This design comes from an exercise in tuning for small area, a short achievable clock period and few clock cycles per item on the open sky130 flow, not from production work. RTL that was checked went through simulation tests only; none was proved equivalent to the original. Power and IR drop assume default switching activity.

## uri_component_splitter_top
module uri_component_splitter_top #(
  parameter int MAX_LEN = ucs_pkg::MAX_LEN_DEF
) (
  input  logic              clk,
  input  logic              rst,
  input  logic              uri_valid,
  output logic              uri_ready,
  input  logic [ucs_pkg::CH_W-1:0]   uri_ch,
  input  logic              uri_end_of_uri,
  output logic              rec_valid,
  input  logic              rec_ready,
  output logic [2:0]        rec_component,
  output logic [ucs_pkg::OFS_W-1:0]  rec_start_offset,
  output logic [ucs_pkg::OFS_W-1:0]  rec_length,
  output logic [ucs_pkg::PORT_W-1:0] rec_port_value,
  output logic              rec_abs_flag,
  output logic              rec_frag_only_flag,
  output logic              rec_overflow,
  output logic              rec_last
);
export LEC_CHECK = 0
export CAP_MARGIN = 20
export CORE_MARGIN = 2
export CORE_UTILIZATION = 70
export CTS_CLUSTER_DIAMETER = 100
export CTS_CLUSTER_SIZE = 28
export SETUP_SLACK_MARGIN = 2.5
export SLEW_MARGIN = 20
create_clock -name core_clock -period 5.0 [get_ports {clk}]
standard.sh (not shown) runs the stock make flow with config.mk's settings and CLKGATE_MAP_FILE= SYNTH_SCRIPT=/design/flow/synth_recipe.tcl, a recipe that flattens the netlist after the stock synthesis.
==> flow/flow/run.sh <==
#!/bin/bash
# The standard layout, with the port buffers made from buf_2 cells instead of
# the delay buffers buffer_ports picks by default.
set -e
export BUFFER_PORTS_ARGS="-buffer_cell sky130_fd_sc_hd__buf_2"
bash standard.sh > standard.log 2>&1
The starting point ran to the end with no violations.
Testbench counts at the start, summed over its fixed seeds: cycles 95,248, items 94,275.
Change:
==> flow/run.sh (new file) <==
#!/bin/bash
# synth_recipe.tcl (not shown) runs the flow's synth.tcl, then flattens the netlist and writes it again
# the make line also repeats each setting of config.mk as NAME=value (left out here)
make -C /OpenROAD-flow-scripts/flow DESIGN_CONFIG=/design/flow/config.mk WORK_HOME=/design/flow/orfs CLKGATE_MAP_FILE= SYNTH_SCRIPT=/design/flow/synth_recipe.tcl finish
--- a/flow/config.mk
+++ b/flow/config.mk
@@ -8,7 +8,7 @@
 export CAP_MARGIN = 20
 export CORE_MARGIN = 2
-export CORE_UTILIZATION = 70
+export CORE_UTILIZATION = 40
 export CTS_CLUSTER_DIAMETER = 100
 export CTS_CLUSTER_SIZE = 28
-export SETUP_SLACK_MARGIN = 2.5
+export SETUP_SLACK_MARGIN = 2.3
 export SLEW_MARGIN = 20
removed: flow/flow/run.sh
removed: flow/standard.sh
Effect: The new run ran to the end with no violations. Hold slack improves by 0.0066 ns. Count of clock-buffer cells in the layout increases by 2. Utilization is lower by 36 points. Area after synthesis does not change.
Change:
--- a/flow/config.mk
+++ b/flow/config.mk
@@ -8,5 +8,5 @@
 export CAP_MARGIN = 20
 export CORE_MARGIN = 2
-export CORE_UTILIZATION = 40
+export CORE_UTILIZATION = 55
 export CTS_CLUSTER_DIAMETER = 100
 export CTS_CLUSTER_SIZE = 28
What happened: Synthesized cell count does not change. Worst setup slack is worse by 0.13 ns. Critical path depth came out higher by 1. Die area came out lower by 27%. Flip-flop and latch count stays the same. Design area is about the same.

== green ==
uri_component_splitter_top, a different RTL version from the one above (not shown whole).
Size in the first run: about 1000 cells after synthesis, ~240 flip-flops, about 64 I/O pins, ~11000 µm² of cells after synthesis.
export LEC_CHECK = 0
export CAP_MARGIN = 20
export CORE_MARGIN = 2
export CORE_UTILIZATION = 40
export CTS_CLUSTER_DIAMETER = 100
export CTS_CLUSTER_SIZE = 28
export SETUP_SLACK_MARGIN = 2.0
export SLEW_MARGIN = 20
create_clock -name core_clock -period 5.0 [get_ports {clk}]
run.sh (not shown) runs the stock make flow with config.mk's settings and CLKGATE_MAP_FILE= SYNTH_SCRIPT=/design/flow/synth_recipe.tcl, a recipe that flattens the netlist after the stock synthesis.
Stock flow here: none of the scripts above is used.
Input changes introduced in orange (baseline for comparison: green):
Settings: SETUP_SLACK_MARGIN: 2.0 -> 2.3.
==> comparison <==
Delta (orange minus green): net switching share of the total power picked up an extra 0.24 points; post-synthesis to final-layout area growth picked up an extra 3.5 points; clock skew lost 11 ps.
No run of this note included a check of the RTL's function; only the layout flow was run.

cedar:
Another version of the RTL of uri_component_splitter_top (not shown whole).
Size: roughly 240 flip-flops, roughly 64 I/O pins, roughly 11000 um2 of cells after synthesis.
Settings: LEC_CHECK=0, CAP_MARGIN=20, CORE_MARGIN=2, CORE_UTILIZATION=40, CTS_CLUSTER_DIAMETER=100, CTS_CLUSTER_SIZE=28, SETUP_SLACK_MARGIN=2.5, SLEW_MARGIN=20; clock period 5.0 ns.
standard.sh (not shown) runs the stock make flow with config.mk's settings and CLKGATE_MAP_FILE= SYNTH_SCRIPT=/design/flow/synth_recipe.tcl, a recipe that flattens the netlist after the stock synthesis.
==> flow/flow/run.sh <==
#!/bin/bash
# The standard layout, with the port buffers made from buf_2 cells instead of
# the delay buffers buffer_ports picks by default.
set -e
export BUFFER_PORTS_ARGS="-buffer_cell sky130_fd_sc_hd__buf_2"
bash standard.sh > standard.log 2>&1
Testbench counts of cedar, summed over its fixed seeds: cycles 95,248, items 94,275.
Changes in garnet relative to cedar:
Settings: SETUP_SLACK_MARGIN: 2.5 -> 2.3.
## What came out
Lower routed length on met2 goes to garnet over cedar.
Taking cedar as the reference, in garnet pin count of the biggest net entering global routing shows a reduction of 20, sequential cell count barely changed, via count of the first global-routing pass went down 224, number of clock buffers in the layout shows a reduction of 2.
Comparing cell area for garnet and cedar, the bigger number came from cedar.
| total setup buffers inserted after CTS | garnet vs cedar | 29 lower |
From cedar to garnet the numbers moved as follows: share of final layout cell area taken by non-clock buffers went down; global-route wire length before repair went down.
A critical path launch point of u_parser.dig[2] is what garnet shows, while u_parser.dig[3] belongs to cedar.
Edits applied to the flow inputs when going from garnet to harbor:
==> flow/run.sh (new file) <==
#!/bin/bash
# synth_recipe.tcl (not shown) runs the flow's synth.tcl, then flattens the netlist and writes it again
# the make line also repeats each setting of config.mk as NAME=value (left out here)
make -C /OpenROAD-flow-scripts/flow DESIGN_CONFIG=/design/flow/config.mk WORK_HOME=/design/flow/orfs CLKGATE_MAP_FILE= SYNTH_SCRIPT=/design/flow/synth_recipe.tcl finish
removed: flow/flow/run.sh
removed: flow/standard.sh
Results
- [compare] base=garnet new=harbor: routed wire length moved up, global routing met1 resource utilization moved down, internal power summed over all cells moved up.
- The fraction of area in clock buffers and inverters of harbor is lower than that of garnet.
- Count of buffer and inverter cells on the critical path came out exactly the same in harbor and garnet.
- Compared with garnet, harbor shows sequential power share lower by 0.4 points.
- Area added between synthesis and finish, harbor and garnet: smaller value in garnet
- First-pass GRT wire length in harbor is about 1.3% higher than in garnet
- Delta(total power draw, harbor - garnet) > 0
- On part of the total power dissipated in combinational logic: between harbor and garnet, it ends up lower for garnet.
Edits applied to the flow inputs when going from harbor to pepper:
Settings: swapping 2.3 for 2.6 in SETUP_SLACK_MARGIN.
--- outcome ---
[compare] base=harbor new=pepper: number of filler instances in the final layout saw a decrease; proportion of layout cells with a drive suffix above 1 now larger. Delta(number of stages on the worst setup path, pepper - harbor) < 0. pepper — layout overhead on the synthesized area 5.8 points higher, harbor as reference.

Setup of tundra:
Another version of the RTL of uri_component_splitter_top (not shown whole).
Size in the first run: roughly 1000 cells after synthesis, ~240 flip-flops, roughly 64 I/O pins, about 11000 um^2 of cells after synthesis.
==> flow/config.mk <==
export PLATFORM = sky130hd
export DESIGN_NAME = uri_component_splitter_top
export DESIGN_NICKNAME = uri_component_splitter_top
export VERILOG_FILES = /design/flow/design.v
export SDC_FILE = /design/flow/constraint.sdc
export NUM_CORES = 4
export LEC_CHECK = 0
export CAP_MARGIN = 20
export CORE_MARGIN = 2
export CORE_UTILIZATION = 40
export CTS_CLUSTER_DIAMETER = 100
export CTS_CLUSTER_SIZE = 28
export SETUP_SLACK_MARGIN = 2.0
export SLEW_MARGIN = 20
==> flow/constraint.sdc <==
create_clock -name core_clock -period 5.0 [get_ports {clk}]
set_input_delay 1.0000 -clock core_clock [delete_from_list [all_inputs] [get_ports {clk}]]
set_output_delay 1.0000 -clock core_clock [all_outputs]
set_load 0.01 [all_outputs]
run.sh (not shown) runs the stock make flow with config.mk's settings and CLKGATE_MAP_FILE= SYNTH_SCRIPT=/design/flow/synth_recipe.tcl, a recipe that flattens the netlist after the stock synthesis.
Stock flow here: none of the scripts above is used.
tundra ran to completion and came out clean on the timing, DRC and antenna checks.
Testbench counts of tundra, summed over its fixed seeds: cycles 95,490, items 94,275.
## Diff of input files: ember against tundra
Settings: a change of SETUP_SLACK_MARGIN from 2.0 to 2.3.
==> comparison <==
| final-layout worst hold slack | ember vs tundra | ≈ equal |. Delta(final instance area, ember - tundra) > 0. Min non-clock buffer count across ember and tundra: tundra. Delta(global-route usage, ember - tundra) > 0. Looking at total wire length across both flows, ember is the weaker of the two, with tundra ahead. From tundra to ember the numbers moved as follows: worst stage delay on the critical path went down 30 ps; routed length on met3 now sits lower; growth of design area from synthesis to finish now larger; number of buffers inserted during clock tree synthesis held steady. ember -> tundra: global-route met3 utilization flat.

Another version of the RTL of uri_component_splitter_top (not shown whole).
Size: roughly 1,000 cells after synthesis, about 240 flip-flops, about 64 I/O pins.
==> flow/config.mk <==
export PLATFORM = sky130hd
export DESIGN_NAME = uri_component_splitter_top
export DESIGN_NICKNAME = uri_component_splitter_top
export VERILOG_FILES = /design/flow/design.v
export SDC_FILE = /design/flow/constraint.sdc
export NUM_CORES = 4
export LEC_CHECK = 0
export CAP_MARGIN = 20
export CORE_MARGIN = 2
export CORE_UTILIZATION = 40
export CTS_CLUSTER_DIAMETER = 100
export CTS_CLUSTER_SIZE = 28
export SETUP_SLACK_MARGIN = 2.0
export SLEW_MARGIN = 20
==> flow/constraint.sdc <==
create_clock -name core_clock -period 5.0 [get_ports {clk}]
set_input_delay 1.0000 -clock core_clock [delete_from_list [all_inputs] [get_ports {clk}]]
set_output_delay 1.0000 -clock core_clock [all_outputs]
set_load 0.01 [all_outputs]
Change:
Settings changed: SETUP_SLACK_MARGIN 2.0 to 2.3.
=> Synthesized cell count stays the same; via count climbs by a few percent; sequential power stays flat; sequential share of layout area shrinks by 1.7 points.
No run of this note included a check of the RTL's function; only the layout flow was run.

## re-timing with driven ports
The flow's constraints put no driver on any port. The routed layouts listed below were extracted and timed again, unchanged, in two steps.
Step 1 sets driving cells, clkbuf_16 on the clock port and buf_2 on the other inputs (assumed; they add their load-dependent delay and slew).
Step 2, shift: input delay + t, output delay - t, t = (earliest + latest rising clock arrival at the registers) / 2. This alone moves slack from input paths to output paths.
Slacks: ideal ports / drivers / drivers and shift; pairs: ideal ports / drivers.
run	shift t [ns]	setup slack, ns	hold WS [ns]	worst register clock-pin slew, ns	worst slew at a driven data input, ns
the first run of note 1	0.504	2.141 / 2.141 / 2.141	0.422 / 0.422 / 0.422	0.11 / 0.11	0.03
the second run of note 1	0.518	2.338 / 2.338 / 1.890	0.428 / 0.428 / 0.428	0.11 / 0.11	0.03
the third run of note 1	0.516	2.207 / 2.207 / 1.867	0.421 / 0.421 / 0.421	0.11 / 0.11	0.03
green	0.526	2.125 / 2.125 / 1.723	0.402 / 0.402 / 0.402	0.11 / 0.11	0.03
orange	0.524	2.289 / 2.289 / 1.980	0.408 / 0.408 / 0.408	0.11 / 0.11	0.03
cedar	0.520	2.311 / 2.311 / 2.187	0.421 / 0.421 / 0.421	0.11 / 0.11	0.03
garnet	0.528	2.218 / 2.218 / 2.042	0.420 / 0.420 / 0.420	0.11 / 0.11	0.03
harbor	0.522	2.341 / 2.306 / 1.896	0.415 / 0.415 / 0.415	0.11 / 0.11	0.03
pepper	0.521	2.374 / 2.374 / 2.170	0.424 / 0.424 / 0.424	0.11 / 0.11	0.03
tundra	0.519	2.049 / 2.049 / 1.918	0.423 / 0.423 / 0.423	0.11 / 0.11	0.03
ember	0.526	1.997 / 1.997 / 1.997	0.423 / 0.423 / 0.423	0.11 / 0.11	0.04
the first run of note 5	0.517	1.917 / 1.869 / 1.751	0.421 / 0.421 / 0.421	0.11 / 0.11	0.03
the second run of note 5	0.531	2.010 / 1.965 / 2.091	0.396 / 0.396 / 0.396	0.11 / 0.11	0.03
After both steps every run listed still meets setup and hold. The setup slack of the second run of note 1, which loses most, moves by 0.000 ns with the drivers and by -0.448 ns with both steps.
